This is an optimization exercise on Yosys and OpenROAD, whose aim is small area, a short achievable clock period and few clock cycles per item, not a production implementation. Function was checked by simulation only, so behaviour that the tests miss may differ from the original. Power and IR drop assume default switching activity.

<file path="flow/design.v">
`default_nettype none
package smq_pkg;
   localparam int ADDR_W = 16;
   localparam int DATA_W = 16;
   localparam int TAG_W  = 4;
   typedef logic [ADDR_W-1:0] addr_t;
   typedef logic [DATA_W-1:0] data_t;
   typedef logic [TAG_W-1:0]  tag_t;
   typedef enum logic [1:0] {
      st_req,
      st_wait,
      st_resp,
      st_done
   } entry_state_e;
endpackage
`default_nettype wire
`default_nettype none
module smq_top (
   input  logic        clk,
   input  logic        reset,
   input  logic        src_cmd_val,
   input  logic        src_is_read,
   input  logic [3:0]  src_tag,
   input  logic [15:0] src_addr,
   input  logic [15:0] src_data,
   output logic        src_resp_val,
   output logic [3:0]  src_resp_tag,
   output logic [15:0] src_resp_data,
   output logic        dest_cmd_val,
   output logic        dest_is_read,
   output logic [15:0] dest_addr,
   output logic [15:0] dest_data,
   output logic [3:0]  dest_tag,
   input  logic        dest_resp_val,
   input  logic [3:0]  dest_resp_tag,
   input  logic [15:0] dest_resp_data
);
   localparam int N = 16;
   localparam int HB = 10;
   logic [N-1:0]  v;      
   logic [N-1:0]  s;      
   logic [N-1:0]  a;      
   logic [N-1:0]  pv;     
   logic [N-1:0]  y;      
   logic [N-1:0]  rd;
   logic [15:0]   addr [N];
   logic [15:0]   data [N];    
   logic [3:0]    ptag [N];    
   logic [3:0]    ord  [N];
   logic [3:0]    hd, tl;
   logic [N-1:0]  hs;          
   logic [N-1:0]  hit, wake, match, sel, rdy, gnt, alloc, hs_stay, hs_next;
   logic [3:0]    ptag_new, gnt_tag, hd_tag;
   logic          pnew, ret, ret_a;
   logic [15:0]   hd_data;
   always_comb begin
      alloc = src_cmd_val   ? (N'(1) << src_tag)       : '0;
      hit   = dest_resp_val ? (N'(1) << dest_resp_tag) : '0;
      for (int i = 0; i < N; i++) begin
         wake[i]  = dest_resp_val & (ptag[i] == dest_resp_tag);
         match[i] = v[i] & (addr[i][HB-1:0] == src_addr[HB-1:0]);
      end
      sel  = match & y & ~a;
      pnew = |(sel & ~hit);
      ptag_new = '0;
      for (int i = 0; i < N; i++)
         if (sel[i]) ptag_new = ptag_new | 4'(i);
      rdy = v & ~s & (~pv | wake);
      gnt = rdy & (~rdy + 1'b1);
      gnt_tag = '0;
      for (int i = 0; i < N; i++)
         if (gnt[i]) gnt_tag = gnt_tag | 4'(i);
      hd_tag = '0;
      for (int i = 0; i < N; i++)
         if (hs[i]) hd_tag = hd_tag | 4'(i);
      hs_stay = (src_cmd_val && tl == hd) ? alloc : hs;
      hs_next = (src_cmd_val && tl == 4'(hd + 1'b1)) ? alloc : (N'(1) << ord[4'(hd + 1'b1)]);
      ret_a  = |(hs & a);
      ret    = |(hs & v & (a | hit));
      hd_data = '0;
      for (int i = 0; i < N; i++)
         if (hs[i]) hd_data = hd_data | data[i];
   end
   always_ff @(posedge clk) begin
      if (reset) begin
         v  <= '0;
         hd <= '0;
         hs <= '0;
         tl <= '0;
         dest_cmd_val <= 1'b0;
         src_resp_val <= 1'b0;
      end else begin
         dest_cmd_val <= (|rdy) | (src_cmd_val & ~pnew);
         src_resp_val <= ret;
         if (src_cmd_val) tl <= tl + 1'b1;
         if (ret) hd <= hd + 1'b1;
         hs <= ret ? hs_next : hs_stay;
         v <= (v & ~(hs & {N{ret}})) | alloc;
      end
   end
   always_ff @(posedge clk) begin
      if (src_cmd_val) ord[tl] <= src_tag;
      for (int i = 0; i < N; i++) begin
         if (alloc[i]) begin
            s[i]    <= ~(|rdy) & ~pnew;
            a[i]    <= 1'b0;
            pv[i]   <= pnew;
            y[i]    <= 1'b1;
            rd[i]   <= src_is_read;
            addr[i] <= src_addr;
            data[i] <= src_data;
            ptag[i] <= ptag_new;
         end else begin
            if (gnt[i]) s[i] <= 1'b1;
            if (wake[i]) pv[i] <= 1'b0;
            if (src_cmd_val & match[i]) y[i] <= 1'b0;
            if (hit[i]) begin
               a[i]    <= 1'b1;
               data[i] <= dest_resp_data;
            end
         end
      end
   end
   always_ff @(posedge clk) begin
      if (|rdy) begin
         dest_is_read <= 1'b0;
         dest_addr    <= '0;
         dest_data    <= '0;
         for (int i = 0; i < N; i++) begin
            if (gnt[i]) begin
               dest_is_read <= rd[i];
               dest_addr    <= addr[i];
               dest_data    <= data[i];
            end
         end
         dest_tag <= gnt_tag;
      end else begin
         dest_is_read <= src_is_read;
         dest_addr    <= src_addr;
         dest_data    <= src_data;
         dest_tag     <= src_tag;
      end
      src_resp_tag  <= hd_tag;
      src_resp_data <= ret_a ? hd_data : dest_resp_data;
   end
endmodule
`default_nettype wire
</file>
<file path="flow/run.sh">
#!/bin/bash
# synth_recipe.tcl (not shown) runs the flow's synth.tcl, then flattens the netlist and writes it again
# the make line also repeats each setting of config.mk as NAME=value (left out here)
make -C /OpenROAD-flow-scripts/flow DESIGN_CONFIG=/design/flow/config.mk WORK_HOME=/design/flow/orfs CLKGATE_MAP_FILE= SYNTH_SCRIPT=/design/flow/synth_recipe.tcl finish
</file>
<file path="flow/config.mk">
export PLATFORM = sky130hd
export DESIGN_NAME = smq_top
export DESIGN_NICKNAME = smq_top
export VERILOG_FILES = /design/flow/design.v
export SDC_FILE = /design/flow/constraint.sdc
export NUM_CORES = 4
export LEC_CHECK = 0
export CAP_MARGIN = 20
export CORE_MARGIN = 2
export CORE_UTILIZATION = 60
export SETUP_SLACK_MARGIN = 2.0
export SLEW_MARGIN = 20
</file>
<file path="flow/constraint.sdc">
create_clock -name core_clock -period 5.5 [get_ports {clk}]
set_input_delay 1.1000 -clock core_clock [delete_from_list [all_inputs] [get_ports {clk}]]
set_output_delay 1.1000 -clock core_clock [all_outputs]
set_load 0.01 [all_outputs]
</file>
==> metrics.yaml, run 1 <==
layout:
  finish.net_count: 3782
  area_delta_synth_final_pct: 19.5
  fillers: 4417
  drive_gt1_share_pct: 16.8
global_route:
  grt_overflow: 0
  grt_pass1_wl_mm: 233
  grt_pass1_vias: 32200
  gr-usage-met2_pct: 71.4
  globalRouteMet3Util_pct: 17.3
  grt_max_degree: 52
  use_met1_pct: 63.6
  busiest_layer: "met2"
  grt_antenna_before_repair: 9
  track_usage_pct: 49.9
route:
  vias: 34100
  drc: 0
  drtPass1Iterations: 10
  via_per_inst: 7.34
  wire_per_inst_um: 36.3
  routed_wl_mm: 169
  drtIter0Drc: 6512
  ant_nets: 0
sta:
  setup_viol: 0
  hold_viol_final: 0
  worst_pin_slew_ps: 1040
  fin_crit_ps: 3580
  fin_crit_sh_pct: 65.0
  final.setup_skew_ps: 28.5
  drv_slew: 0
  relSlewSlack_pct: 30.7
  setup_ws_ps: 1920
  hold_slack_ps: 452
  max_freq_mhz: 280
  timing.setup.tns_ps: 0
  rsz0062_at_grt: "true"
clock_network:
  cts_tree: "built"
  clk_latency_ps: 670
  cts_hold_buf: 0
  cts_root_buf: "clkbuf_16"
  clkTransAtPathRegs_ps: 60
  cts_max_path_buffers: 3
  htreeDepth: 3
  clock_sinks: 819
  cts_buffers: 86
synth:
  async_flop_share_pct: 0
  syn_nets: 3576
  seq_area_frac_synth_pct: 60.2
  avgSynthCellArea_um2: 11.0
  syn_area_um2: 38700
  yosysWarnings: 4
  synth-edff-count: 688
  synthCells: 3510
  synth_cell_types: 79
  synthFlopType: "edfxtp_1"
  ys_ff_latch: 819
setup_path:
  path_class: "input port to register"
  rr_startpoint: "v[0]$_SDFF_PP0_"
  path_max_fanout: 9
  critPathCaptureType: "register"
  cp-start-kind: "input port"
  cp.required_ps: 6090
  ff2ff_path_depth: 12
  critPathArrivalTime_ps: 4160
  startpoint: "dest_resp_tag[3]"
  reg2reg_to: "dest_data[6]$_DFF_P_"
  regToRegSetupSlack_ps: 2070
die:
  start_util_pct: 60.4
  die_y_um: 258
  row_count: 93
  die_area_um2: 66500
  die_w_um: 258
  coreArea_um2: 64100
  ios: 120
flow_run:
  maxCapViolCount: 0
placed_design:
  place_ws_ps: 256
  gp_congestion: 1.06
  post-dp-hpwl_mm: 108
  io_buffers: 119
worst_hold_path:
  hold_depth: 1
  worstHoldStart: "y[7]$_SDFFE_PP1P_"
  hold_end: "y[7]$_SDFFE_PP1P_"
  hold_path.class: "register to register"
outcome:
  status: "complete, no violations"
power_and_ir_drop:
  irDropWorstVdd_mv: 0.354
  power_density_nw_per_um2: 325
  leakagePower_nw: 16.4
## cells by family after synthesis
group	count (synthesis)	share of synthesized area, %
flip-flops	819	60.2
AND/OR/NAND/NOR	1290	14.6
XOR/XNOR	239	5.41
buffers and inverters	314	3.31
multiplexers	69	2.37
AO/OA/AOI/OAI	774	14.0
adder cells (fa/ha/maj)	5	0.162
## placed cells by master (no fill, tap or decap), types with 23 or more instances in the layout
cell type	count
nand2_1	751
nor2_1	175
o221ai_1	23
nand3_1	79
o21ai_0	187
dfxtp_1	131
nor2b_1	28
o22ai_1	41
xor2_1	50
buf_6	25
a22oi_1	68
clkbuf_16	87
a21oi_1	93
a221oi_1	76
buf_12	32
a22o_1	57
buf_4	222
nand4_1	58
nor3_1	32
xnor2_1	174
clkdlybuf4s50_1	104
edfxtp_1	688
mux2i_1	31
a211oi_1	34
## state kept, by name (all words and copies together), names as in the netlist, 64 cells and up
| signal | cells |
|---|---|
| addr | 256 |
| ptag | 64 |
| ord | 64 |
| data | 256 |
## worst max path at each step
stage | end | slack (ps) | cells past startpoint
global route | dest_data[13]$_DFF_P_ | 1890 | 13
detailed placement | dest_data[3]$_DFF_P_ | 260 | 9
finish | dest_addr[2]$_DFF_P_ | 1920 | 14
global placement | dest_data[3]$_DFF_P_ | 350 | 9
floorplan | dest_addr[1]$_DFF_P_ | 1840 | 12
CTS | dest_addr[3]$_DFF_P_ | 2000 | 13
## stage by stage
step                      instance area [µm²]  total power [mW]  cells  utilization (%)
after floorplan                         39100              8.18   3510                -
after global placement                  41900              8.98   4411             65.3
after detailed placement                41900              9.00   4411             65.3
after CTS                               45600              14.9   4621             71.2
after global routing                    46200              15.3   4646             72.1
final                                   46200              15.0   4653             72.1
## layout make-up
type	count	area, µm²	share of cell area (%)
antenna	8	20.0	0.0433
clock buffer	115	2350	5.09
clock inverter	47	504	1.09
inverter	31	139	0.300
multi-input combinational	2378	15000	32.5
sequential	819	23300	50.4
tap	855	1070	2.31
timing repair buffer	400	3840	8.30
## metal layers
metal | wire [µm] | up-vias
met2 | 69900 | 3553
met5 | 54 | -
li1 | - | 13400
met1 | 54700 | 16100
met4 | 15800 | 8
met3 | 28400 | 1007
## what timing repair did
item,4_1_cts,5_1_grt
endpoints found under the setup margin,285,167
gates resized for setup,147,97
gates cloned,3,0
pin swaps,19,28
setup buffers,45,24
## synth_stat cells, types with 12 or more instances
| master | instances | area share, % |
|---|---|---|
| xor2_1 | 56 | 1.3 |
| o211ai_1 | 14 | 0.27 |
| o22ai_1 | 43 | 0.70 |
| inv_1 | 21 | 0.20 |
| buf_1 | 35 | 0.34 |
| dfxtp_1 | 131 | 6.8 |
| nand2_1 | 762 | 7.4 |
| buf_2 | 35 | 0.45 |
| mux2_2 | 22 | 0.64 |
| nor4_1 | 21 | 0.34 |
| nand4_1 | 58 | 0.94 |
| nand2b_1 | 18 | 0.29 |
| mux2i_1 | 31 | 0.80 |
| and2_1 | 20 | 0.32 |
| nor2_1 | 188 | 1.8 |
| a31oi_1 | 20 | 0.32 |
| and3_1 | 23 | 0.37 |
| edfxtp_1 | 688 | 53 |
| nor2b_1 | 30 | 0.49 |
| nand3_1 | 85 | 1.1 |
| a21oi_1 | 98 | 1.3 |
| clkbuf_1 | 198 | 1.9 |
| mux4_2 | 16 | 0.93 |
| nor3_1 | 48 | 0.62 |
| a22o_1 | 57 | 1.3 |
| a221oi_1 | 80 | 1.8 |
| a211oi_1 | 37 | 0.72 |
| o221ai_1 | 24 | 0.54 |
| a221o_1 | 18 | 0.47 |
| a22oi_1 | 68 | 1.3 |
| o21ai_0 | 192 | 2.5 |
| xnor2_1 | 183 | 4.1 |
| a41oi_1 | 13 | 0.29 |
| a41o_1 | 12 | 0.31 |
## power breakdown
group          internal, mW  switching [mW]  leakage, nW  total [mW]
clock network          3.41            2.58         1.40        5.99
logic                 0.685            1.13         7.75        1.81
registers              7.02           0.214         7.27        7.24
total                  11.1            3.92         16.4        15.0
## critical path: stages
cell and delay (ps):
buf_8 100, buf_12 140, buf_12 150, xor2_2 170, nor3_2 240, buf_4 160, a41oi_2 190, nor3_4 610
buf_4 440, a22oi_1 120, a31oi_1 270, a211oi_1 70, o21a_1 230, o22ai_1 170
Testbench counts, summed over its fixed seeds: cycles 10,503, items 8,000.
==> run 2: changes to the inputs <==
--- a/flow/design.v
+++ b/flow/design.v
@@ -39,8 +39,10 @@
    localparam int HB = 10;
    logic [N-1:0]  v;      
-   logic [N-1:0]  s;      
    logic [N-1:0]  a;      
    logic [N-1:0]  pv;     
    logic [N-1:0]  y;      
+   logic [N-1:0]  rdy;    
+   logic [N-1:0]  gnt;    
+   logic          any;    
    logic [N-1:0]  rd;
    logic [15:0]   addr [N];
@@ -50,7 +52,10 @@
    logic [3:0]    hd, tl;
    logic [N-1:0]  hs;          
-   logic [N-1:0]  hit, wake, match, sel, rdy, gnt, alloc, hs_stay, hs_next;
-   logic [3:0]    ptag_new, gnt_tag, hd_tag;
-   logic          pnew, ret, ret_a;
+   logic [3:0]    hd_tag;      
+   logic [N-1:0]  hit, wake, match, sel, alloc, hs_stay, hs_next;
+   logic [N-1:0]  rdy_n, gnt_n, rdy_o, wk, new_rdy;
+   logic [3:0]    ptag_new, gnt_tag;
+   logic          pnew, byp, ret, ret_a, hd_v;
+   logic [3:0]    hdt_stay, hdt_next;
    logic [15:0]   hd_data;
    always_comb begin
@@ -66,16 +71,21 @@
       for (int i = 0; i < N; i++)
          if (sel[i]) ptag_new = ptag_new | 4'(i);
-      rdy = v & ~s & (~pv | wake);
-      gnt = rdy & (~rdy + 1'b1);
+      byp = src_cmd_val & ~any & ~pnew;
+      rdy_o = rdy & ~gnt;
+      wk    = v & pv & wake;
+      new_rdy = alloc & {N{any & ~pnew}};
+      rdy_n = rdy_o | wk | new_rdy;
+      gnt_n = (|rdy_o) ? (rdy_o & (~rdy_o + 1'b1)) :
+              (src_cmd_val & any & ~pnew) ? new_rdy : wk;
       gnt_tag = '0;
       for (int i = 0; i < N; i++)
          if (gnt[i]) gnt_tag = gnt_tag | 4'(i);
-      hd_tag = '0;
-      for (int i = 0; i < N; i++)
-         if (hs[i]) hd_tag = hd_tag | 4'(i);
       hs_stay = (src_cmd_val && tl == hd) ? alloc : hs;
       hs_next = (src_cmd_val && tl == 4'(hd + 1'b1)) ? alloc : (N'(1) << ord[4'(hd + 1'b1)]);
-      ret_a  = |(hs & a);
-      ret    = |(hs & v & (a | hit));
+      hdt_stay = (src_cmd_val && tl == hd) ? src_tag : hd_tag;
+      hdt_next = (src_cmd_val && tl == 4'(hd + 1'b1)) ? src_tag : ord[4'(hd + 1'b1)];
+      hd_v   = |(hs & v);
+      ret_a  = |(hs & v & a);
+      ret    = ret_a | (hd_v & dest_resp_val & (dest_resp_tag == hd_tag));
       hd_data = '0;
       for (int i = 0; i < N; i++)
@@ -84,16 +94,24 @@
    always_ff @(posedge clk) begin
       if (reset) begin
-         v  <= '0;
-         hd <= '0;
-         hs <= '0;
-         tl <= '0;
+         v   <= '0;
+         rdy <= '0;
+         gnt <= '0;
+         any <= 1'b0;
+         hd  <= '0;
+         hs  <= '0;
+         hd_tag <= '0;
+         tl  <= '0;
          dest_cmd_val <= 1'b0;
          src_resp_val <= 1'b0;
       end else begin
-         dest_cmd_val <= (|rdy) | (src_cmd_val & ~pnew);
+         rdy <= rdy_n;
+         gnt <= gnt_n;
+         any <= (|rdy_o) | (|wk) | (src_cmd_val & any & ~pnew);
+         dest_cmd_val <= any | byp;
          src_resp_val <= ret;
          if (src_cmd_val) tl <= tl + 1'b1;
          if (ret) hd <= hd + 1'b1;
          hs <= ret ? hs_next : hs_stay;
+         hd_tag <= ret ? hdt_next : hdt_stay;
          v <= (v & ~(hs & {N{ret}})) | alloc;
       end
@@ -103,5 +121,4 @@
       for (int i = 0; i < N; i++) begin
          if (alloc[i]) begin
-            s[i]    <= ~(|rdy) & ~pnew;
             a[i]    <= 1'b0;
             pv[i]   <= pnew;
@@ -112,5 +129,4 @@
             ptag[i] <= ptag_new;
          end else begin
-            if (gnt[i]) s[i] <= 1'b1;
             if (wake[i]) pv[i] <= 1'b0;
             if (src_cmd_val & match[i]) y[i] <= 1'b0;
@@ -123,5 +139,5 @@
    end
    always_ff @(posedge clk) begin
-      if (|rdy) begin
+      if (any) begin
          dest_is_read <= 1'b0;
          dest_addr    <= '0;
--- a/flow/config.mk
+++ b/flow/config.mk
@@ -9,4 +9,4 @@
 export CORE_MARGIN = 2
 export CORE_UTILIZATION = 60
-export SETUP_SLACK_MARGIN = 2.0
+export SETUP_SLACK_MARGIN = 3.0
 export SLEW_MARGIN = 20
==> run 2 against run 1 <==
- flip-flop and latch count up 21
- combinational power down 8%
- final cell count up 5.0%
- register-to-register slack better by 670 ps
- global-route usage down 1.3 points
- non-clock buffer count down 5
- worst setup slack better by 770 ps
- largest cell class unchanged
- highest routed layer unchanged
==> metrics.yaml, run 2 <==
placed_design:
  io_buffers: 119
  dpl_cell_area_um2: 42000
  gp_congestion: 1.01
  dp_cells: 4552
  post-dp-hpwl_mm: 95.7
route:
  drtPass1Iterations: 14
  wire_per_inst_um: 34.8
  ant_nets: 0
  drtIter0Drc: 6670
  routed_wl_mm: 170
  drc: 0
  vias: 35500
  via_per_inst: 7.27
global_route:
  track_usage_pct: 48.6
  grt_max_degree: 64
  grt_pass1_vias: 33500
  grt_overflow: 0
  grt_pass1_wl_mm: 235
  grt_antenna_before_repair: 9
synth:
  synthFlopType: "edfxtp_1"
  synth-edff-count: 672
  async_flop_share_pct: 0
  synthCells: 3780
  yosys.area.top_type_share_pct: 50.5
  avgSynthCellArea_um2: 10.6
  synth_cell_types: 73
  seq_area_frac_synth_pct: 58.9
  synth_area_leaders: "edfxtp_1 51%, nand2_1 8.8%, dfxtp_1 8.4%, xnor2_1 3.9%, a221oi_1 2.5%"
  yosysWarnings: 4
  syn_area_um2: 40000
  ys_ff_latch: 840
  syn_nets: 3846
  synth_most_common_cell: "nand2_1"
  yosys.area.top_type: "edfxtp_1"
  synth_top_cells_by_count: "941 x nand2_1, 672 x edfxtp_1, 231 x clkbuf_1, 201 x nor2_1, 177 x xnor2_1"
layout:
  fin_cells: 4886
  reg_top3: "addr (256), data (256)"
  layout_commonest_cell: "nand2_1"
  area_delta_synth_final_pct: 22.3
  final_cell_mix: "929 x nand2_1, 672 x edfxtp_1, 176 x nor2_1"
  post-route-util_pct: 74.2
  fin_area_um2: 48900
  finish.net_count: 4006
  drive_gt1_share_pct: 16.9
  fillers: 4415
sta:
  timing.setup.tns_ps: 0
  rsz0062_at_grt: "true"
  hold_viol_final: 0
  relSlewSlack_pct: 37.2
  final.setup_skew_ps: 26.2
  max_freq_mhz: 356
  drv_slew: 0
  fin_crit_ps: 2810
  setup_viol: 0
  worst_pin_slew_ps: 943
  fin_crit_sh_pct: 51.0
power_and_ir_drop:
  irDropWorstVdd_mv: 0.257
  leakagePower_nw: 17.6
  power_density_nw_per_um2: 312
  total_power_mw: 15.3
setup_path:
  path_class: "input port to register"
  regToRegSetupSlack_ps: 2740
  ff2ff_path_depth: 8
  cp.required_ps: 6080
  path_max_fanout: 5
  critPathCaptureType: "register"
  rr_startpoint: "hd[0]$_SDFFE_PP0N_"
  reg2reg_to: "hs[10]$_SDFFE_PP0P_"
  cp-start-kind: "input port"
  critPathArrivalTime_ps: 3390
die:
  coreArea_um2: 65900
  die_y_um: 262
  start_util_pct: 60.7
  die_w_um: 262
  die_area_um2: 68700
  row_count: 94
  ios: 120
outcome:
  status: "complete, no violations"
clock_network:
  cts_hold_buf: 0
  cts_buffers: 87
  clk_latency_ps: 670
  cts_max_path_buffers: 3
  cts_root_buf: "clkbuf_16"
  clkTransAtPathRegs_ps: 60
  clock_sinks: 840
  htreeDepth: 3
  cts_tree: "built"
worst_hold_path:
  worstHoldStart: "hd_tag[2]$_SDFFE_PP0P_"
  hold_end: "src_resp_tag[2]$_DFF_P_"
  hold_depth: 0
  hold_path.class: "register to register"
flow_run:
  maxCapViolCount: 0
==> run 2: changes by cell type after synthesis, sizes merged, moves of 22 or more <==
| cell | before | now |
|---|---|---|
| a221oi | 80 | 115 |
| o31ai | 2 | 31 |
| nor2b | 30 | 62 |
| nand2 | 764 | 941 |
| buf | 78 | 100 |
| or2 | 5 | 31 |
| nand4 | 58 | 86 |
| mux2i | 31 | 6 |
| o21ai | 195 | 87 |
| inv | 21 | 56 |
| dfxtp | 131 | 168 |
| clkbuf | 205 | 231 |
==> run 2: how the worst max path moves through the flow <==
stage / slack (ps) / cells after the start / start / end
4_1_cts: 2760 / 11 / dest_resp_tag[0] / rdy[12]$_SDFF_PP0_
3_5_place_dp: 920 / 8 / dest_resp_tag[2] / gnt[3]$_SDFF_PP0_
2_1_floorplan: 2410 / 9 / dest_resp_tag[3] / gnt[14]$_SDFF_PP0_
5_1_grt: 2620 / 7 / hd[2]$_SDFFE_PP0N_ / hs[4]$_SDFFE_PP0P_
6_report: 2690 / 11 / dest_resp_tag[0] / gnt[9]$_SDFF_PP0_
3_3_place_gp: 910 / 8 / dest_resp_tag[3] / gnt[5]$_SDFF_PP0_
==> run 2: cell families after synthesis <==
logic type | count (synthesis) | synth area share [%]
AOI/OAI and AO/OA | 709 | 12.8
xor gates and xnor gates | 243 | 5.33
adders and majority gates | 5 | 0.157
buffers and inverters | 387 | 3.94
DFF | 840 | 58.9
muxes | 29 | 1.49
and+or+nand+nor | 1567 | 17.4
==> run 2: layout make-up <==
class	instances	area [µm²]	share of cell area, %
Multi-Input combinational cell	2557	16100	32.9
Clock buffer	118	2520	5.16
Timing Repair inverter	3	26.3	0.0538
Antenna cell	10	25.0	0.0512
Timing Repair Buffer	395	4640	9.48
Inverter	56	402	0.822
Clock inverter	43	541	1.11
Sequential cell	840	23600	48.2
Tap cell	864	1080	2.21
==> run 2: critical path, cell delays in order <==
cell and delay [ps]:
buf_12 110, or3b_4 440, or2_4 270, and4_4 170, a2111oi_4 310, and4_4 360, buf_12 150, buf_12 100
buf_16 130, a31oi_1 100, o21ai_1 130
==> run 2: through the flow <==
stage / hold WS (ps) / setup WS (ps)
global route: 444 / 2620
CTS: 448 / 2760
detailed placement: 439 / 919
global placement: 430 / 908
finish: 448 / 2690
floorplan: 363 / 2410
==> run 2: metal layers <==
metal | wire (µm) | track usage, %
met2 | 68100 | 66.8
met4 | 14600 | 30.2
met1 | 57000 | 62.3
met3 | 30400 | 22.3
met5 | 12 | 0.208
==> run 2: power by group <==
part	leakage [nW]	internal, mW	switching [mW]
Combinational	8.57	0.588	1.07
Sequential	7.53	7.10	0.168
Clock	1.50	3.74	2.61
==> run 2: repair_timing <==
action | CTS | global route
gates cloned | 19 | 8
resized for setup | 443 | 134
endpoints found under the setup margin | 1142 | 705
pin swaps | 54 | 37
buffers inserted | 91 | 45
Testbench counts of run 2, summed over its fixed seeds: cycles 10,745, items 8,000.
==> run 3: changes to the inputs <==
--- a/flow/config.mk
+++ b/flow/config.mk
@@ -9,4 +9,5 @@
 export CORE_MARGIN = 2
 export CORE_UTILIZATION = 60
+export CTS_BUF_LIST = sky130_fd_sc_hd__clkbuf_8
 export SETUP_SLACK_MARGIN = 3.0
 export SLEW_MARGIN = 20
==> run 3 against run 2 <==
- still clean
- combinational power decreased by 3%
- flip-flop and latch count unchanged
- sequential share of layout area increased by 1.0 points
- die area unchanged
- sequential power about the same
- area after synthesis unchanged
- clock skew increased by 24 ps
- register-to-register slack improved by 90 ps
- synthesized cell count unchanged
- critical path type is now register to register
==> metrics.yaml, run 3 <==
die:
  row_count: 94
  die_w_um: 262
  coreArea_um2: 65900
  ios: 120
  die_area_um2: 68700
  die_y_um: 262
  start_util_pct: 60.7
layout:
  layout_commonest_cell: "nand2_1"
  area_delta_synth_final_pct: 19.8
  finish.net_count: 4042
  fillers: 4619
  reg_top3: "addr (256), data (256)"
  drive_gt1_share_pct: 17.9
  fin_area_um2: 47900
  final_cell_mix: "933 x nand2_1, 672 x edfxtp_1, 180 x nor2_1"
  post-route-util_pct: 72.7
global_route:
  grt_pass1_wl_mm: 232
  track_usage_pct: 47.9
  grt_overflow: 0
  grt_antenna_before_repair: 8
  grt_max_degree: 64
  grt_pass1_vias: 33500
clock_network:
  cts_root_buf: "clkbuf_8"
  cts_hold_buf: 0
  cts_buffers: 140
  clk_latency_ps: 830
  cts_tree: "built"
  htreeDepth: 4
  clkTransAtPathRegs_ps: 60
  cts_max_path_buffers: 3
  clock_sinks: 840
route:
  routed_wl_mm: 165
  ant_nets: 0
  drtIter0Drc: 6534
  drtPass1Iterations: 12
  wire_per_inst_um: 33.3
  via_per_inst: 7.13
  vias: 35400
  drc: 0
sta:
  fin_crit_sh_pct: 48.6
  drv_slew: 0
  timing.setup.tns_ps: 0
  fin_crit_ps: 2670
  setup_viol: 0
  max_freq_mhz: 374
  rsz0062_at_grt: "true"
  setup_ws_ps: 2830
  final.setup_skew_ps: 50.3
  hold_viol_final: 0
  worst_pin_slew_ps: 881
  relSlewSlack_pct: 41.2
synth:
  syn_area_um2: 40000
  avgSynthCellArea_um2: 10.6
  synthCells: 3780
  synth-edff-count: 672
  synth_most_common_cell: "nand2_1"
  yosys.area.top_type: "edfxtp_1"
  synth_cell_types: 73
  synth_top_cells_by_count: "941 x nand2_1, 672 x edfxtp_1, 231 x clkbuf_1, 201 x nor2_1, 177 x xnor2_1"
  yosys.area.top_type_share_pct: 50.5
  ys_ff_latch: 840
  syn_nets: 3846
  yosysWarnings: 4
  seq_area_frac_synth_pct: 58.9
  synthFlopType: "edfxtp_1"
  async_flop_share_pct: 0
  synth_area_leaders: "edfxtp_1 51%, nand2_1 8.8%, dfxtp_1 8.4%, xnor2_1 3.9%, a221oi_1 2.5%"
setup_path:
  path_max_fanout: 7
  cp-start-kind: "register"
  cp.required_ps: 6160
  rr_startpoint: "hd[0]$_SDFFE_PP0N_"
  ff2ff_path_depth: 11
  critPathArrivalTime_ps: 3330
  path_class: "register to register"
  reg2reg_to: "hd_tag[3]$_SDFFE_PP0P_"
  regToRegSetupSlack_ps: 2830
  critPathCaptureType: "register"
worst_hold_path:
  hold_depth: 0
  hold_end: "src_resp_tag[0]$_DFF_P_"
  worstHoldStart: "hd_tag[0]$_SDFFE_PP0P_"
  hold_path.class: "register to register"
outcome:
  status: "complete, no violations"
placed_design:
  dpl_cell_area_um2: 42000
  gp_congestion: 1.01
  io_buffers: 119
  place_ws_ps: 919
  post-dp-hpwl_mm: 95.7
power_and_ir_drop:
  power_density_nw_per_um2: 299
  irDropWorstVdd_mv: 0.314
  leakagePower_nw: 17.4
flow_run:
  maxCapViolCount: 0
[run 3: cell count changes in the layout (fill, tap and decap cells not counted), sizes merged, moves of 2 or more]
| cell | previous run | this run |
|---|---|---|
| bufinv | 14 | 4 |
| clkdlybuf4s15 | 0 | 27 |
| inv | 52 | 108 |
| buf | 286 | 279 |
| clkbuf | 123 | 179 |
| clkdlybuf4s50 | 39 | 41 |
| dlygate4sd2 | 60 | 7 |
| clkinv | 31 | 38 |
| o22ai | 54 | 52 |
| diode | 10 | 7 |
[run 3: power breakdown]
part	internal, mW	switching [mW]
Sequential	7.10	0.171
Combinational	0.563	1.05
Clock	2.73	2.70
[run 3: cell families after synthesis]
kind of cell / count (synthesis) / synth area share (%)
flip-flops: 840 / 58.9
XOR/XNOR: 243 / 5.33
buffers and inverters: 387 / 3.94
AND/OR/NAND/NOR: 1567 / 17.4
AO/OA/AOI/OAI: 709 / 12.8
multiplexers: 29 / 1.49
adder cells (fa/ha/maj): 5 / 0.157
[run 3: worst max-delay path by stage]
stage | startpoint | endpoint | slack (ps)
detailed placement | dest_resp_tag[2] | gnt[3]$_SDFF_PP0_ | 920
CTS | dest_resp_tag[0] | pv[2]$_SDFFCE_PN0P_ | 2850
finish | hd[0]$_SDFFE_PP0N_ | hd_tag[3]$_SDFFE_PP0P_ | 2830
floorplan | dest_resp_tag[3] | gnt[14]$_SDFF_PP0_ | 2410
global placement | dest_resp_tag[3] | gnt[5]$_SDFF_PP0_ | 910
global route | hd[0]$_SDFFE_PP0N_ | hs[3]$_SDFFE_PP0P_ | 2730
[run 3: metal layers]
layer	track usage (%)	vias to the layer above	share of wire (%)
li1	-	14200	-
met1	61.6	16700	34
met2	66.6	3580	41
met3	20.7	941	17
met4	30.1	6	8.0
met5	0.139	-	0.033
[run 3: what timing repair did]
| action | in CTS | in global routing |
|---|---|---|
| cloned | 13 | 3 |
| buffers inserted | 85 | 45 |
| pin swaps | 51 | 46 |
| gates resized for setup | 429 | 180 |
| endpoints found under the setup margin | 1104 | 729 |
[run 3: stage by stage]
| step | hold WS, ps | power, mW | cells |
|---|---|---|---|
| 6_report | 443 | 14.3 | 4961 |
| 5_1_grt | 434 | 14.6 | 4957 |
| 4_1_cts | 430 | 14.1 | 4906 |
| 3_5_place_dp | 439 | 8.78 | 4552 |
| 3_3_place_gp | 430 | 8.74 | 4552 |
| 2_1_floorplan | 363 | 8.18 | 3780 |
[run 3: cell type report]
type	count	area [µm²]	share of cell area [%]
sequential	840	23600	49.3
multi-input combinational	2557	16000	33.5
timing repair buffer	381	4120	8.62
clock buffer	156	2150	4.49
tap	864	1080	2.26
clock inverter	100	548	1.14
inverter	56	342	0.714
antenna	7	17.5	0.0366
[run 3: worst max-delay path, cell delays in order, from the launching register on]
cell and delay (ps):
dfxtp_4 350, buf_12 140, ha_4 290, buf_6 130, mux4_1 310, mux4_2 550, buf_6 160, buf_4 120
buf_6 110, buf_6 120, mux2i_1 150, a211oi_2 90
==> run 4: changes to the inputs <==
--- a/flow/config.mk
+++ b/flow/config.mk
@@ -8,5 +8,5 @@
 export CAP_MARGIN = 20
 export CORE_MARGIN = 2
-export CORE_UTILIZATION = 60
+export CORE_UTILIZATION = 50
 export CTS_BUF_LIST = sky130_fd_sc_hd__clkbuf_8
 export SETUP_SLACK_MARGIN = 3.0
==> run 4 against run 3 <==
- total power grew 1.1%
- still clean on timing, DRC and antenna
- worst setup slack lost 44 ps
- register-to-register slack lost 40 ps
- highest routed layer unchanged
- clock power grew 3%
- area after synthesis is the same
- routed wire length grew 4.5%
- non-clock buffer count grew 7
- global-route usage shrank 6.7 points
- synthesized cell count is the same
- flip-flop and latch count is the same
- design area grew 1.3%
==> metrics.yaml, run 4 <==
global_route:
  grt_overflow: 0
  grt_max_degree: 67
  grt_antenna_before_repair: 9
  grt_pass1_wl_mm: 240
  grt_pass1_vias: 33100
  track_usage_pct: 41.3
outcome:
  status: "complete, no violations"
route:
  drtPass1Iterations: 6
  ant_nets: 0
  wire_per_inst_um: 33.4
  drtIter0Drc: 6266
  drc: 0
  routed_wl_mm: 173
  via_per_inst: 6.75
  vias: 34900
sta:
  max_freq_mhz: 368
  timing.setup.tns_ps: 0
  relSlewSlack_pct: 28.7
  drv_slew: 0
  fin_crit_ps: 2720
  fin_crit_sh_pct: 49.4
  final.setup_skew_ps: 43.4
  setup_viol: 0
  worst_pin_slew_ps: 1070
  rsz0062_at_grt: "true"
  hold_viol_final: 0
layout:
  layout_commonest_cell: "nand2_1"
  finish.net_count: 4057
  final_cell_mix: "932 x nand2_1, 672 x edfxtp_1, 173 x nor2_1"
  area_delta_synth_final_pct: 21.4
  fin_area_um2: 48500
  drive_gt1_share_pct: 19.7
  reg_top3: "addr (256), data (256)"
  fin_cells: 5169
synth:
  synth_area_leaders: "edfxtp_1 51%, nand2_1 8.8%, dfxtp_1 8.4%, xnor2_1 3.9%, a221oi_1 2.5%"
  yosysWarnings: 4
  synth_top_cells_by_count: "941 x nand2_1, 672 x edfxtp_1, 231 x clkbuf_1, 201 x nor2_1, 177 x xnor2_1"
  avgSynthCellArea_um2: 10.6
  yosys.area.top_type: "edfxtp_1"
  ys_ff_latch: 840
  synth_cell_types: 73
  synthCells: 3780
  yosys.area.top_type_share_pct: 50.5
  synth-edff-count: 672
  synthFlopType: "edfxtp_1"
  async_flop_share_pct: 0
  seq_area_frac_synth_pct: 58.9
  syn_area_um2: 40000
  synth_most_common_cell: "nand2_1"
  syn_nets: 3846
setup_path:
  critical_path_buf_inv_count: 2
  slowest_delay_ps: 570
  path_class: "register to register"
  cp_slowest_cell: "mux4_2"
  critPathArrivalTime_ps: 3460
  cp-start-kind: "register"
  crit_chain: "buf_12 > ha_4 > buf_12 > mux4_2 > mux4_2 > a2111oi_4 > a22oi_1 > a211oi_1"
  critPathCaptureType: "register"
  crit_family: "multiplexers"
  path_max_fanout: 6
  cp.required_ps: 6240
power_and_ir_drop:
  switchingPower_mw: 3.98
  irDropWorstVdd_mv: 0.198
  seqPwrFrac_pct: 50.3
  clkPwrFrac_pct: 38.5
  p_comb_share_pct: 11.2
  p_int_mw: 10.5
  power_density_nw_per_um2: 298
  p_sw_share_pct: 27.5
  leakagePower_nw: 17.6
clock_network:
  cts_max_path_buffers: 3
  clock_sinks: 840
  clk_latency_ps: 850
  htreeDepth: 4
  cts_root_buf: "clkbuf_8"
  cts_tree: "built"
  cts_buffers: 146
  clkTransAtPathRegs_ps: 60
placed_design:
  dp_cells: 4740
  gp_congestion: 0.971
  post-dp-hpwl_mm: 101
  dpl_cell_area_um2: 42300
  io_buffers: 119
die:
  coreArea_um2: 79000
  die_area_um2: 82200
  start_util_pct: 50.6
  die_y_um: 287
  row_count: 103
  ios: 120
  die_w_um: 287
worst_hold_path:
  hold_path.class: "register to register"
flow_run:
  maxCapViolCount: 0
## run 4: cell counts after synthesis
No cell type changed its count.
## run 4: cell families after synthesis
| family | share of synthesized area [%] |
|---|---|
| multiplexers | 1.49 |
| flip-flops | 58.9 |
| XOR/XNOR | 5.33 |
| buffers and inverters | 3.94 |
| AND/OR/NAND/NOR | 17.4 |
| AO/OA/AOI/OAI | 12.8 |
| adder cells (fa/ha/maj) | 0.157 |
## run 4: metrics by stage
| stage | setup WS [ps] | util (%) | hold WS, ps | total power [mW] |
|---|---|---|---|---|
| 2_1_floorplan | 2410 | - | 363 | 8.18 |
| 3_3_place_gp | 793 | 53.5 | 422 | 8.79 |
| 3_5_place_dp | 666 | 53.5 | 415 | 8.81 |
| 4_1_cts | 2760 | 59.9 | 393 | 14.4 |
| 5_1_grt | 2700 | 61.4 | 406 | 14.8 |
| 6_report | 2780 | 61.4 | 404 | 14.5 |
## run 4: per-layer routing
metal  part of all wire [%]  up-vias  track usage (%)
met5                  0.088        -            0.233
met4                    6.6       10             21.8
met3                     15      745             13.8
met2                     42     3118             59.6
met1                     37    16800             55.0
li1                       -    14200                -
## run 4: timing repair
item	4_1_cts	5_1_grt
setup endpoints to repair	1149	513
resized for setup	514	202
cloned	21	5
pin swaps	64	61
hold buffers	0	0
buffers inserted	77	49
## run 4: final cells by class
class                   count  area, µm²
fillers                  6473      30500
flip-flops and latches    840      23600
multi-input cells        2559      16300
repair buffers            388       4240
clock buffers             154       2120
well taps                1050       1310
clock inverters           114        638
inverters                  56        314
diodes                      8       20.0
## run 4: worst paths after layout
kind,slack (ps),to,from,cells past startpoint
hold reg to reg,400,src_resp_tag[0]$_DFF_P_,hd_tag[0]$_SDFFE_PP0P_,0
setup reg to reg,2780,hs[0]$_SDFFE_PP0P_,hd[0]$_SDFFE_PP0N_,8
setup / recovery,2780,hs[0]$_SDFFE_PP0P_,hd[0]$_SDFFE_PP0N_,8
hold / removal,400,src_resp_tag[0]$_DFF_P_,hd_tag[0]$_SDFFE_PP0P_,0
## run 4: power groups by stage
| stage | sequential (mW) | clock (mW) | combinational (mW) |
|---|---|---|---|
| floorplan | 7.34 | 0 | 0.835 |
| global placement | 7.41 | 0 | 1.38 |
| detailed placement | 7.41 | 0 | 1.40 |
| CTS | 7.28 | 5.57 | 1.51 |
| global route | 7.29 | 5.84 | 1.68 |
| finish | 7.28 | 5.57 | 1.62 |
==> run 5: changes to the inputs <==
--- a/flow/config.mk
+++ b/flow/config.mk
@@ -8,6 +8,7 @@
 export CAP_MARGIN = 20
 export CORE_MARGIN = 2
-export CORE_UTILIZATION = 50
+export CORE_UTILIZATION = 60
 export CTS_BUF_LIST = sky130_fd_sc_hd__clkbuf_8
+export CTS_CLUSTER_DIAMETER = 40
 export SETUP_SLACK_MARGIN = 3.0
 export SLEW_MARGIN = 20
==> run 5 against run 4 <==
- still clean
- area after synthesis did not move
- total power rose by 1.5%
- sequential share of layout area barely moved
- sequential power barely moved
- maximum frequency rose by 0.81%
- global-route usage rose by 6.9 points
- first-iteration DRC count rose by 4.9%
- clock skew rose by 5.3 ps
- critical endpoint is now gnt[9]$_SDFF_PP0_
==> metrics.yaml, run 5 <==
outcome:
  status: "complete, no violations"
layout:
  final_cell_mix: "931 x nand2_1, 672 x edfxtp_1, 178 x nor2_1"
  layout_commonest_cell: "nand2_1"
  fin_cells: 4966
  finish.net_count: 4037
  fin_area_um2: 48400
  area_delta_synth_final_pct: 21.2
  drive_gt1_share_pct: 17.8
  post-route-util_pct: 73.5
  reg_top3: "addr (256), data (256)"
die:
  die_y_um: 262
  die_w_um: 262
  row_count: 94
  ios: 120
  start_util_pct: 60.7
  coreArea_um2: 65900
  die_area_um2: 68700
synth:
  synth_area_leaders: "edfxtp_1 51%, nand2_1 8.8%, dfxtp_1 8.4%, xnor2_1 3.9%, a221oi_1 2.5%"
  synthAdderAreaFrac_pct: 0.157
  avgSynthCellArea_um2: 10.6
  synthCells: 3780
  synth_cell_types: 73
  synthMuxAreaShare_pct: 1.49
  synthFlopType: "edfxtp_1"
  synth_compound_area_share_pct: 12.8
  synth_most_common_cell: "nand2_1"
  synthSimpleGateAreaFrac_pct: 17.4
  ys_ff_latch: 840
  async_flop_share_pct: 0
  yosys.area.top_type_share_pct: 50.5
  synth-edff-count: 672
  yosys.area.top_type: "edfxtp_1"
  synth-xor-area-share_pct: 5.33
  synth_top_family_by_area: "simple AND/OR/NAND/NOR gates"
  syn_area_um2: 40000
  synth_top_cells_by_count: "941 x nand2_1, 672 x edfxtp_1, 231 x clkbuf_1, 201 x nor2_1, 177 x xnor2_1"
  yosysWarnings: 4
  syn_nets: 3846
  seq_area_frac_synth_pct: 58.9
placed_design:
  post-dp-hpwl_mm: 95.7
  io_buffers: 119
  place_ws_ps: 919
  dp_cells: 4552
  gp_congestion: 1.01
  dpl_cell_area_um2: 42000
setup_path:
  path_class: "register to register"
  critPathCaptureType: "register"
  slowest_delay_ps: 380
  critPathArrivalTime_ps: 3400
  cp.required_ps: 6210
  crit_chain: "buf_4 > clkinvlp_4 > nand2_1 > nand4b_1 > or2_2 > nor2_4 > o21ai_4 > buf_12 > o21ai_1"
  crit_family: "simple AND/OR/NAND/NOR gates"
  cp_slowest_cell: "buf_4"
  critical_path_buf_inv_count: 3
  cp-start-kind: "register"
  path_max_fanout: 21
route:
  wire_per_inst_um: 33.5
  ant_nets: 0
  via_per_inst: 7.12
  drtPass1Iterations: 12
  routed_wl_mm: 166
  drtIter0Drc: 6575
  vias: 35400
  drc: 0
global_route:
  grt_antenna_before_repair: 11
  grt_pass1_vias: 33500
  grt_pass1_wl_mm: 233
  grt_overflow: 0
  track_usage_pct: 48.2
  grt_max_degree: 64
clock_network:
  clk_latency_ps: 830
  cts_tree: "built"
  clock_sinks: 840
  htreeDepth: 4
  clkTransAtPathRegs_ps: 70
  cts_root_buf: "clkbuf_8"
  cts_buffers: 146
  cts_max_path_buffers: 3
power_and_ir_drop:
  total_power_mw: 14.7
  irDropWorstVdd_mv: 0.316
  leakagePower_nw: 17.5
  power_density_nw_per_um2: 303
sta:
  setup_ws_ps: 2800
  relSlewSlack_pct: 41.0
  final.setup_skew_ps: 48.7
  rsz0062_at_grt: "true"
  drv_slew: 0
  hold_viol_final: 0
  hold_slack_ps: 448
  worst_pin_slew_ps: 885
  fin_crit_sh_pct: 49.0
  fin_crit_ps: 2700
  max_freq_mhz: 371
  setup_viol: 0
  timing.setup.tns_ps: 0
flow_run:
  maxCapViolCount: 0
worst_hold_path:
  hold_path.class: "register to register"
run 5: cell types whose count changed in the layout (fill, tap and decap cells not counted), sizes merged, moves of 6 or more:
| cell | before | now |
|---|---|---|
| buf | 305 | 262 |
| clkdlybuf4s15 | 15 | 47 |
| clkbuf | 175 | 161 |
| dlygate4sd2 | 0 | 9 |
| clkinvlp | 7 | 14 |
| bufinv | 5 | 11 |
run 5: area by class of cell:
type / count / area (µm²)
inverter: 56 / 365
clock buffer: 156 / 2150
clock inverter: 116 / 793
antenna: 7 / 17.5
fill: 4521 / 17400
timing repair buffer: 368 / 4340
multi-input combinational: 2558 / 16100
tap: 864 / 1080
sequential: 840 / 23600
timing repair inverter: 1 / 8.76
run 5: cell families after synthesis:
kind of cell    count (synthesis)
mux                            29
compound gates                709
fa+ha+maj                       5
flops                         840
simple gates                 1567
buf+inv                       387
xor+xnor                      243
run 5: report_power, final:
part	internal [mW]	switching (mW)
sequential	7.10	0.173
clock	3.04	2.74
combinational	0.580	1.05
total	10.7	3.96
run 5: what timing repair did:
item | in CTS | in global routing
setup endpoints to repair | 1103 | 743
cloned | 14 | 5
resized for setup | 451 | 166
pin swaps | 51 | 53
hold buffers | 0 | 0
buffers inserted | 81 | 35
endpoints found under the hold margin | 0 | 0
run 5: path summary, 6_finish.rpt:
path	slack, ps	end	cells after the start	startpoint
setup / recovery	2800	gnt[9]$_SDFF_PP0_	9	gnt[9]$_SDFF_PP0_
hold / removal	450	src_resp_tag[0]$_DFF_P_	0	hd_tag[0]$_SDFFE_PP0P_
setup reg to reg	2800	gnt[9]$_SDFF_PP0_	9	gnt[9]$_SDFF_PP0_
hold reg to reg	450	src_resp_tag[0]$_DFF_P_	0	hd_tag[0]$_SDFFE_PP0P_
run 5: metal layers:
metal | GRT usage, % | routed length [µm] | vias to the layer above
met5 | 0 | 129 | -
met4 | 30.1 | 13900 | 11
met3 | 21.1 | 29400 | 990
met2 | 66.9 | 67300 | 3588
met1 | 61.8 | 55600 | 16600
li1 | - | - | 14200
run 5: worst reg2reg max path, stage by stage, from the launching register on:
cell and delay [ps]:
dfxtp_2 340, buf_4 380, clkinvlp_4 360, nand2_1 210, nand4b_1 200, or2_2 360
nor2_4 270, o21ai_4 110, buf_12 170, o21ai_1 210
==> run 6: changes to the inputs <==
--- a/flow/design.v
+++ b/flow/design.v
@@ -77,5 +77,5 @@
       rdy_n = rdy_o | wk | new_rdy;
       gnt_n = (|rdy_o) ? (rdy_o & (~rdy_o + 1'b1)) :
-              (src_cmd_val & any & ~pnew) ? new_rdy : wk;
+              (|wk) ? wk : new_rdy;
       gnt_tag = '0;
       for (int i = 0; i < N; i++)
--- a/flow/config.mk
+++ b/flow/config.mk
@@ -10,5 +10,4 @@
 export CORE_UTILIZATION = 60
 export CTS_BUF_LIST = sky130_fd_sc_hd__clkbuf_8
-export CTS_CLUSTER_DIAMETER = 40
 export SETUP_SLACK_MARGIN = 3.0
 export SLEW_MARGIN = 20
==> run 6 against run 5 <==
- area after synthesis shrank 0.66%
- hold slack lost 22 ps
- final cell count decreased by 5.8%
- design area up 2.3%
- non-clock buffer count is 37 higher
==> metrics.yaml, run 6 <==
power_and_ir_drop:
  irDropWorstVdd_mv: 0.270
  leakagePower_nw: 17.6
  power_density_nw_per_um2: 296
layout:
  drive_gt1_share_pct: 27.9
  layout_commonest_cell: "edfxtp_1"
  reg_top3: "addr (256), data (256)"
  fillers: 4168
  finish.net_count: 3764
  area_delta_synth_final_pct: 24.8
  final_cell_mix: "672 x edfxtp_1, 401 x nand2_1, 196 x nor2_1"
sta:
  max_freq_mhz: 363
  setup_viol: 0
  rsz0062_at_grt: "true"
  relSlewSlack_pct: 21.5
  fin_crit_sh_pct: 50.1
  final.setup_skew_ps: 29.7
  drv_slew: 0
  worst_pin_slew_ps: 1170
  hold_viol_final: 0
  timing.setup.tns_ps: 0
  hold_slack_ps: 425
  fin_crit_ps: 2760
  setup_ws_ps: 2740
setup_path:
  cp-start-kind: "register"
  path_max_fanout: 12
  path_class: "register to register"
  reg2reg_to: "gnt[1]$_SDFF_PP0_"
  ff2ff_path_depth: 11
  regToRegSetupSlack_ps: 2740
  critPathArrivalTime_ps: 3460
  rr_startpoint: "gnt[0]$_SDFF_PP0_"
  critPathCaptureType: "register"
  cp.required_ps: 6200
global_route:
  grt_pass1_wl_mm: 226
  grt_pass1_vias: 32300
  grt_overflow: 0
  grt_max_degree: 51
  grt_antenna_before_repair: 7
  track_usage_pct: 46.9
placed_design:
  io_buffers: 119
  place_ws_ps: 822
  gp_congestion: 0.969
  post-dp-hpwl_mm: 90.7
route:
  routed_wl_mm: 164
  drc: 0
  drtIter0Drc: 6217
  drtPass1Iterations: 10
  wire_per_inst_um: 35.1
  vias: 34200
  via_per_inst: 7.30
  ant_nets: 0
synth:
  synth_area_leaders: "edfxtp_1 51%, dfxtp_1 8.5%, mux2_2 4.7%, nand2_1 4.0%, xnor2_1 4.0%"
  yosys.area.top_type: "edfxtp_1"
  yosys.area.top_type_share_pct: 50.8
  synthCells: 3424
  synth_top_cells_by_count: "672 x edfxtp_1, 425 x nand2_1, 219 x nor2_1, 216 x clkbuf_1, 180 x xnor2_1"
  syn_area_um2: 39700
  synthFlopType: "edfxtp_1"
  async_flop_share_pct: 0
  avgSynthCellArea_um2: 11.6
  synth_most_common_cell: "edfxtp_1"
  synth_cell_types: 65
  ys_ff_latch: 840
  syn_nets: 3490
  seq_area_frac_synth_pct: 59.3
  synth-edff-count: 672
  yosysWarnings: 4
worst_hold_path:
  worstHoldStart: "hd_tag[1]$_SDFFE_PP0P_"
  hold_path.class: "register to register"
  hold_depth: 0
  hold_end: "src_resp_tag[1]$_DFF_P_"
clock_network:
  cts_hold_buf: 0
  clkTransAtPathRegs_ps: 70
  cts_root_buf: "clkbuf_8"
  cts_buffers: 140
  clock_sinks: 840
  clk_latency_ps: 830
  cts_max_path_buffers: 3
  htreeDepth: 4
  cts_tree: "built"
flow_run:
  maxCapViolCount: 0
die:
  start_util_pct: 60.5
  coreArea_um2: 65600
  ios: 120
  row_count: 94
  die_area_um2: 68200
  die_y_um: 261
  die_w_um: 261
outcome:
  status: "complete, no violations"
[run 6: worst max-delay path by stage]
stage / from / depth (start not counted) / slack, ps / to
after floorplan: dest_resp_val / 11 / 2330 / gnt[7]$_SDFF_PP0_
after global placement: dest_resp_tag[1] / 10 / 950 / gnt[15]$_SDFF_PP0_
after detailed placement: dest_resp_tag[1] / 9 / 820 / gnt[1]$_SDFF_PP0_
after CTS: dest_resp_tag[1] / 11 / 2740 / gnt[13]$_SDFF_PP0_
after global routing: gnt[0]$_SDFF_PP0_ / 11 / 2670 / gnt[1]$_SDFF_PP0_
final: gnt[0]$_SDFF_PP0_ / 11 / 2740 / gnt[1]$_SDFF_PP0_
[run 6: stage by stage]
step                      total power, mW  cells  utilization [%]  cell area [µm²]
final                                14.7   4680             75.4            49500
after detailed placement             9.00   4244             64.9            42600
after global routing                 15.0   4678             75.4            49500
after CTS                            14.4   4619             73.1            48000
after floorplan                      8.35   3424                -            41300
after global placement               8.96   4244             64.9            42600
[run 6: cells by family after synthesis]
logic type	synth area share, %
and+or+nand+nor	13.0
DFF	59.3
AOI/OAI and AO/OA	12.7
buffers and inverters	3.54
xor gates and xnor gates	5.36
muxes	5.94
adders and majority gates	0.158
[run 6: timing repair]
item	4_1_cts	5_1_grt
pin swaps	96	108
buffers inserted	94	53
endpoints found under the setup margin	1106	422
gates cloned	24	5
gates resized for setup	503	228
[run 6: worst max-delay path: stages, from the launching register on]
cell and delay, ps:
dfxtp_2 330, buf_6 100, buf_4 180, nand2b_1 180, nand4_1 250, nor3_4 260, nand3_2 160, or3b_4 450
nor2_4 180, buf_6 190, a21oi_1 80, a311oi_2 270
[run 6: area by class of cell]
| cell class | instances | area, µm² | area share (%) |
|---|---|---|---|
| Antenna cell | 3 | 7.51 | 0.0152 |
| Clock buffer | 149 | 2050 | 4.14 |
| Clock inverter | 108 | 616 | 1.24 |
| Inverter | 70 | 319 | 0.644 |
| Multi-Input combinational cell | 2241 | 17200 | 34.8 |
| Sequential cell | 840 | 23600 | 47.6 |
| Tap cell | 864 | 1080 | 2.18 |
| Timing Repair Buffer | 405 | 4620 | 9.33 |
[run 6: metal layers]
metal | vias to the layer above | GRT usage [%] | part of all wire [%]
met5 | - | 0.208 | 0.024
met3 | 990 | 16.2 | 16
met4 | 6 | 31.3 | 8.9
li1 | 13500 | - | -
met2 | 3344 | 69.1 | 42
met1 | 16300 | 58.8 | 33
[run 6: report_power, final]
part | total (mW) | internal [mW] | switching, mW
sequential | 7.29 | 7.11 | 0.186
combinational | 1.98 | 0.770 | 1.21
clock | 5.41 | 2.69 | 2.72
total | 14.7 | 10.6 | 4.11
Testbench counts of run 6, summed over its fixed seeds: cycles 10,689, items 8,000.
==> run 7: changes to the inputs <==
--- a/flow/design.v
+++ b/flow/design.v
@@ -77,5 +77,5 @@
       rdy_n = rdy_o | wk | new_rdy;
       gnt_n = (|rdy_o) ? (rdy_o & (~rdy_o + 1'b1)) :
-              (|wk) ? wk : new_rdy;
+              new_rdy;
       gnt_tag = '0;
       for (int i = 0; i < N; i++)
@@ -107,5 +107,5 @@
          rdy <= rdy_n;
          gnt <= gnt_n;
-         any <= (|rdy_o) | (|wk) | (src_cmd_val & any & ~pnew);
+         any <= (|rdy_o) | (src_cmd_val & any & ~pnew);
          dest_cmd_val <= any | byp;
          src_resp_val <= ret;
==> run 7 against run 6 <==
- worst setup slack gained 7.9 ps
- largest power group unchanged
- synthesized cell count grew 2.1%
- hold slack worse by 37 ps
- sequential power down 0.8%
- design area shrank 4.4%
- core utilization decreased by 2.1 points
- highest routed layer unchanged
==> metrics.yaml, run 7 <==
outcome:
  status: "complete, no violations"
sta:
  relSlewSlack_pct: 21.7
  timing.setup.tns_ps: 0
  fin_crit_sh_pct: 50.0
  fin_crit_ps: 2750
  rsz0062_at_grt: "true"
  max_freq_mhz: 364
  setup_viol: 0
  setup_ws_ps: 2750
  worst_pin_slew_ps: 1170
  drv_slew: 0
  final.setup_skew_ps: 33.7
  hold_viol_final: 0
setup_path:
  slowest_delay_ps: 380
  crit_chain: "buf_4 > buf_12 > nor3b_2 > a21oi_1 > a32oi_1 > nand4_1 > or2_4 > buf_4 > buf_16 > and2_4"
  critPathCaptureType: "register"
  critical_path_buf_inv_count: 4
  path_max_fanout: 20
  critPathArrivalTime_ps: 3330
  cp.required_ps: 6080
  path_common_cell: "buf_4"
  path_class: "input port to register"
  cp-start-kind: "input port"
  crit_family: "simple AND/OR/NAND/NOR gates"
  cp_slowest_cell: "nor3b_2"
layout:
  drive_gt1_share_pct: 19.3
  post-route-util_pct: 73.4
  final_cell_mix: "672 x edfxtp_1, 667 x nand2_1, 172 x o21ai_0"
  area_delta_synth_final_pct: 21.1
  layout_commonest_cell: "edfxtp_1"
  finish.net_count: 3775
  reg_top3: "addr (256), data (256)"
synth:
  syn_nets: 3563
  synth_area_leaders: "edfxtp_1 52%, dfxtp_1 8.6%, nand2_1 6.6%, xnor2_1 4.1%, a221oi_1 2.6%"
  syn_area_um2: 39100
  synth_cell_types: 69
  yosysWarnings: 4
  async_flop_share_pct: 0
  synth-edff-count: 672
  yosys.area.top_type: "edfxtp_1"
  synth_most_common_cell: "nand2_1"
  ys_ff_latch: 840
  yosys.area.top_type_share_pct: 51.7
  synth_top_cells_by_count: "687 x nand2_1, 672 x edfxtp_1, 215 x clkbuf_1, 194 x o21ai_0, 185 x xnor2_1"
  synthFlopType: "edfxtp_1"
  synthCells: 3497
  avgSynthCellArea_um2: 11.2
  seq_area_frac_synth_pct: 60.3
die:
  die_y_um: 259
  die_w_um: 259
  coreArea_um2: 64500
  start_util_pct: 60.6
  row_count: 93
  ios: 120
  die_area_um2: 67200
worst_hold_path:
  hold_path.class: "register to register"
clock_network:
  cts_tree: "built"
  clkTransAtPathRegs_ps: 60
  cts_buffers: 142
  cts_hold_buf: 0
  htreeDepth: 4
  clock_sinks: 840
  clk_latency_ps: 840
  cts_root_buf: "clkbuf_8"
  cts_max_path_buffers: 3
global_route:
  grt_pass1_vias: 32700
  grt_antenna_before_repair: 8
  grt_overflow: 0
  grt_max_degree: 56
  track_usage_pct: 48.3
  grt_pass1_wl_mm: 229
route:
  via_per_inst: 7.30
  ant_nets: 0
  drc: 0
  drtPass1Iterations: 11
  routed_wl_mm: 165
  wire_per_inst_um: 35.3
  vias: 34200
  drtIter0Drc: 6731
flow_run:
  maxCapViolCount: 0
power_and_ir_drop:
  irDropWorstVdd_mv: 0.297
  total_power_mw: 13.8
  power_density_nw_per_um2: 291
  leakagePower_nw: 16.7
placed_design:
  place_ws_ps: 546
  gp_congestion: 1.07
  io_buffers: 119
  post-dp-hpwl_mm: 95.0
run 7: cell count changes after synthesis, moves of 33 or more:
cell,before,now
nand2_1,425,687
nor2_1,219,115
o221ai_1,5,38
nor3_1,78,45
a21oi_1,132,98
a221oi_1,156,114
mux2_2,166,13
o21ai_0,55,194
run 7: metal layers:
metal	wire length (µm)	track usage, %	vias up
li1	-	-	13500
met1	55000	61.7	16300
met2	66400	66.3	3522
met3	30200	22.9	968
met4	13600	30.3	16
met5	239	0	-
run 7: logic make-up (layout without fill, tap and decap cells):
logic type | after synthesis | in the layout | share of synthesized area, %
mux | 40 | 40 | 1.71
fa+ha+maj | 5 | 5 | 0.160
simple gates | 1187 | 1190 | 13.6
compound gates | 829 | 829 | 15.2
other cells | 0 | 4 | 0
flops | 840 | 840 | 60.3
buf+inv | 354 | 681 | 3.66
xor+xnor | 242 | 242 | 5.43
run 7: cell type report:
type	instances	area, µm²
diodes	4	10.0
fillers	4453	17200
clock buffers	158	2170
repair buffers	370	4330
clock inverters	104	561
inverters	49	322
flip-flops and latches	840	23600
well taps	855	1070
multi-input cells	2306	15200
run 7: through the flow:
stage / cells / area [µm²] / hold slack, ps
floorplan: 3497 / 39500 / 363
global placement: 4294 / 41300 / 389
detailed placement: 4294 / 41400 / 374
CTS: 4638 / 46200 / 381
global route: 4683 / 47300 / 391
finish: 4686 / 47300 / 388
run 7: what timing repair did:
action | in CTS | in global routing
pin swaps | 31 | 45
setup endpoints to repair | 1081 | 521
gates cloned | 20 | 7
gates resized for setup | 469 | 158
buffers inserted | 62 | 37
run 7: worst paths after layout:
path | startpoint | to | slack [ps] | depth (start not counted)
setup / recovery | dest_resp_tag[3] | pv[7]$_SDFFCE_PN0P_ | 2750 | 10
hold / removal | hd_tag[2]$_SDFFE_PP0P_ | src_resp_tag[2]$_DFF_P_ | 390 | 0
setup reg to reg | addr[15][4]$_DFFE_PP_ | pv[7]$_SDFFCE_PN0P_ | 2840 | 9
hold reg to reg | hd_tag[2]$_SDFFE_PP0P_ | src_resp_tag[2]$_DFF_P_ | 390 | 0
run 7: worst reg2reg max path: cells and delay by family (launching register included):
kind / cells / cell delay [ps]
AOI/OAI and AO/OA: 2 / 560
xor gates and xnor gates: 1 / 240
buffers and inverters: 2 / 310
DFF: 1 / 460
and+or+nand+nor: 4 / 850
run 7: power by group:
group | switching (mW) | internal, mW | leakage [nW]
clock network | 2.72 | 2.77 | 1.64
logic | 0.655 | 0.380 | 7.58
registers | 0.155 | 7.08 | 7.48
Testbench counts of run 7, summed over its fixed seeds: cycles 10,990, items 8,000.
==> run 8: changes to the inputs <==
--- a/flow/design.v
+++ b/flow/design.v
@@ -51,7 +51,6 @@
    logic [3:0]    ord  [N];
    logic [3:0]    hd, tl;
-   logic [N-1:0]  hs;          
    logic [3:0]    hd_tag;      
-   logic [N-1:0]  hit, wake, match, sel, alloc, hs_stay, hs_next;
+   logic [N-1:0]  hit, wake, match, sel, alloc, hs;
    logic [N-1:0]  rdy_n, gnt_n, rdy_o, wk, new_rdy;
    logic [3:0]    ptag_new, gnt_tag;
@@ -77,10 +76,9 @@
       rdy_n = rdy_o | wk | new_rdy;
       gnt_n = (|rdy_o) ? (rdy_o & (~rdy_o + 1'b1)) :
-              new_rdy;
+              (src_cmd_val & any & ~pnew) ? new_rdy : wk;
       gnt_tag = '0;
       for (int i = 0; i < N; i++)
          if (gnt[i]) gnt_tag = gnt_tag | 4'(i);
-      hs_stay = (src_cmd_val && tl == hd) ? alloc : hs;
-      hs_next = (src_cmd_val && tl == 4'(hd + 1'b1)) ? alloc : (N'(1) << ord[4'(hd + 1'b1)]);
+      hs = N'(1) << hd_tag;
       hdt_stay = (src_cmd_val && tl == hd) ? src_tag : hd_tag;
       hdt_next = (src_cmd_val && tl == 4'(hd + 1'b1)) ? src_tag : ord[4'(hd + 1'b1)];
@@ -99,5 +97,4 @@
          any <= 1'b0;
          hd  <= '0;
-         hs  <= '0;
          hd_tag <= '0;
          tl  <= '0;
@@ -107,10 +104,9 @@
          rdy <= rdy_n;
          gnt <= gnt_n;
-         any <= (|rdy_o) | (src_cmd_val & any & ~pnew);
+         any <= (|rdy_o) | (|wk) | (src_cmd_val & any & ~pnew);
          dest_cmd_val <= any | byp;
          src_resp_val <= ret;
          if (src_cmd_val) tl <= tl + 1'b1;
          if (ret) hd <= hd + 1'b1;
-         hs <= ret ? hs_next : hs_stay;
          hd_tag <= ret ? hdt_next : hdt_stay;
          v <= (v & ~(hs & {N{ret}})) | alloc;
==> run 8 against run 7 <==
- critical endpoint is now rdy[7]$_SDFF_PP0_
- still clean on timing, DRC and antenna
- sequential power fell by 2%
- critical path type unchanged
- largest cell class unchanged
- core utilization is 2.0 points higher
- sequential share of layout area fell by 2.0 points
- clock power is essentially flat
- final cell count shrank 1.6%
- global-route usage down 0.94 points
- clock-buffer cell count is 7 lower
- non-clock buffer count up 34
- flip-flop and latch count shrank 16
- area after synthesis up 0.29%
- design area grew 2.8%
- total power increased by 2.5%
==> metrics.yaml, run 8 <==
synth:
  syn_area_um2: 39200
  seq_area_frac_synth_pct: 59.3
  synthFlopType: "edfxtp_1"
  avgSynthCellArea_um2: 11.7
  yosys.area.top_type_share_pct: 51.5
  synth-edff-count: 672
  yosys.area.top_type: "edfxtp_1"
  synthCells: 3354
  async_flop_share_pct: 0
  synth_top_cells_by_count: "672 x edfxtp_1, 519 x nand2_1, 208 x clkbuf_1, 188 x nor2_1, 169 x xnor2_1"
setup_path:
  cp-start-kind: "input port"
  regToRegSetupSlack_ps: 2760
  cp.required_ps: 6220
  critPathCaptureType: "register"
  ff2ff_path_depth: 13
  reg2reg_to: "hd_tag[1]$_SDFFE_PP0P_"
global_route:
  grt_pass1_vias: 32200
  grt_antenna_before_repair: 7
  grt_pass1_wl_mm: 225
  track_usage_pct: 47.4
  grt_max_degree: 56
layout:
  final_cell_mix: "672 x edfxtp_1, 509 x nand2_1, 171 x buf_4"
  fin_area_um2: 48600
  area_delta_synth_final_pct: 24.1
  layout_commonest_cell: "edfxtp_1"
  reg_top3: "addr (256), data (256)"
  finish.net_count: 3702
clock_network:
  cts_tree: "built"
  cts_max_path_buffers: 3
  clkTransAtPathRegs_ps: 50
  cts_buffers: 139
  clock_sinks: 824
  htreeDepth: 4
  clk_latency_ps: 830
sta:
  max_freq_mhz: 363
  rsz0062_at_grt: "true"
  setup_viol: 0
  worst_pin_slew_ps: 1330
  drv_slew: 0
  fin_crit_ps: 2760
  relSlewSlack_pct: 11.2
  fin_crit_sh_pct: 50.1
  final.setup_skew_ps: 36.9
worst_hold_path:
  worstHoldStart: "y[12]$_SDFFE_PP1P_"
  hold_end: "y[12]$_SDFFE_PP1P_"
power_and_ir_drop:
  power_density_nw_per_um2: 290
  p_sw_share_pct: 26.1
  switchingPower_mw: 3.69
  p_comb_share_pct: 10.8
  p_int_mw: 10.4
  irDropWorstVdd_mv: 0.277
  clkPwrFrac_pct: 38.8
  seqPwrFrac_pct: 50.5
die:
  row_count: 93
  die_w_um: 260
  start_util_pct: 60.8
  die_y_um: 260
  coreArea_um2: 64500
placed_design:
  post-dp-hpwl_mm: 91.7
  io_buffers: 119
  gp_congestion: 1.05
  dpl_cell_area_um2: 42100
  dp_cells: 4178
route:
  drc: 0
  ant_nets: 0
  via_per_inst: 7.30
  drtPass1Iterations: 10
  wire_per_inst_um: 35.6
  vias: 33700
  drtIter0Drc: 6509
outcome:
  status: "complete, no violations"
run 8: layout make-up:
class,count,area (µm²)
Sequential cell,824,23300
Tap cell,855,1070
Multi-Input combinational cell,2208,16800
Fill cell,4102,15800
Timing Repair Buffer,404,4370
Inverter,53,354
Clock buffer,151,2080
Clock inverter,104,633
Timing Repair inverter,6,50.0
Antenna cell,8,20.0
run 8: stage by stage:
stage	hold WS, ps	power [mW]	util [%]	setup slack, ps
finish	456	14.1	75.4	2740
global route	470	14.4	75.4	2710
CTS	446	13.9	72.6	2820
detailed placement	436	8.46	65.2	562
global placement	424	8.43	65.2	567
floorplan	368	7.92	-	2330
run 8: repair_timing:
item | in CTS | in global routing
hold buffers | 0 | 0
resized for setup | 488 | 237
setup buffers | 82 | 68
cloned | 12 | 10
pin swaps | 51 | 71
endpoints found under the setup margin | 1110 | 515
run 8: worst max-delay path, cell delays in order:
cell       delay, ps
buf_6             70
buf_6            100
or3b_4           460
nor2_1           270
nor4_2           100
a2111oi_2        280
nand4_1          160
buf_6            180
nor2_4           140
buf_4            170
buf_8            150
nand2_1           70
a31oi_1          200
run 8: worst max-delay path by stage:
stage	from	end	slack, ps	depth (start not counted)
2_1_floorplan	dest_resp_tag[3]	gnt[13]$_SDFF_PP0_	2330	9
3_3_place_gp	src_addr[2]	gnt[13]$_SDFF_PP0_	570	9
3_5_place_dp	src_addr[2]	gnt[13]$_SDFF_PP0_	560	10
4_1_cts	dest_resp_val	gnt[13]$_SDFF_PP0_	2820	11
5_1_grt	dest_resp_val	rdy[5]$_SDFF_PP0_	2710	13
6_report	dest_resp_val	rdy[7]$_SDFF_PP0_	2740	13
run 8: cells by family after synthesis:
group / after synthesis / synth area share [%]
buffers and inverters: 329 / 3.52
AND/OR/NAND/NOR: 1113 / 13.5
AO/OA/AOI/OAI: 660 / 12.4
XOR/XNOR: 242 / 5.41
multiplexers: 181 / 5.73
adder cells (fa/ha/maj): 5 / 0.160
flip-flops: 824 / 59.3
run 8: metal layers:
| layer | routed length (µm) | share of wire [%] | track usage [%] |
|---|---|---|---|
| met5 | 304 | 0.19 | 1.28 |
| met2 | 67800 | 41 | 67.0 |
| met4 | 12600 | 7.7 | 28.6 |
| met3 | 28700 | 18 | 20.5 |
| met1 | 54600 | 33 | 60.2 |
run 8: power by group through the flow:
stage	clock network [mW]	registers, mW	logic [mW]
global placement	0	7.25	1.19
detailed placement	0	7.25	1.21
global route	5.69	7.13	1.56
floorplan	0	7.20	0.728
CTS	5.43	7.11	1.32
finish	5.47	7.12	1.52
Testbench counts of run 8, summed over its fixed seeds: cycles 10,745, items 8,000.

Setup slack of run 8, layout unchanged: 2.745 ns with ideal ports, 2.761 ns with driving cells assumed (clock clkbuf_16, inputs buf_2), 1.890 ns with port delays also shifted by the 0.875 ns mid clock arrival.
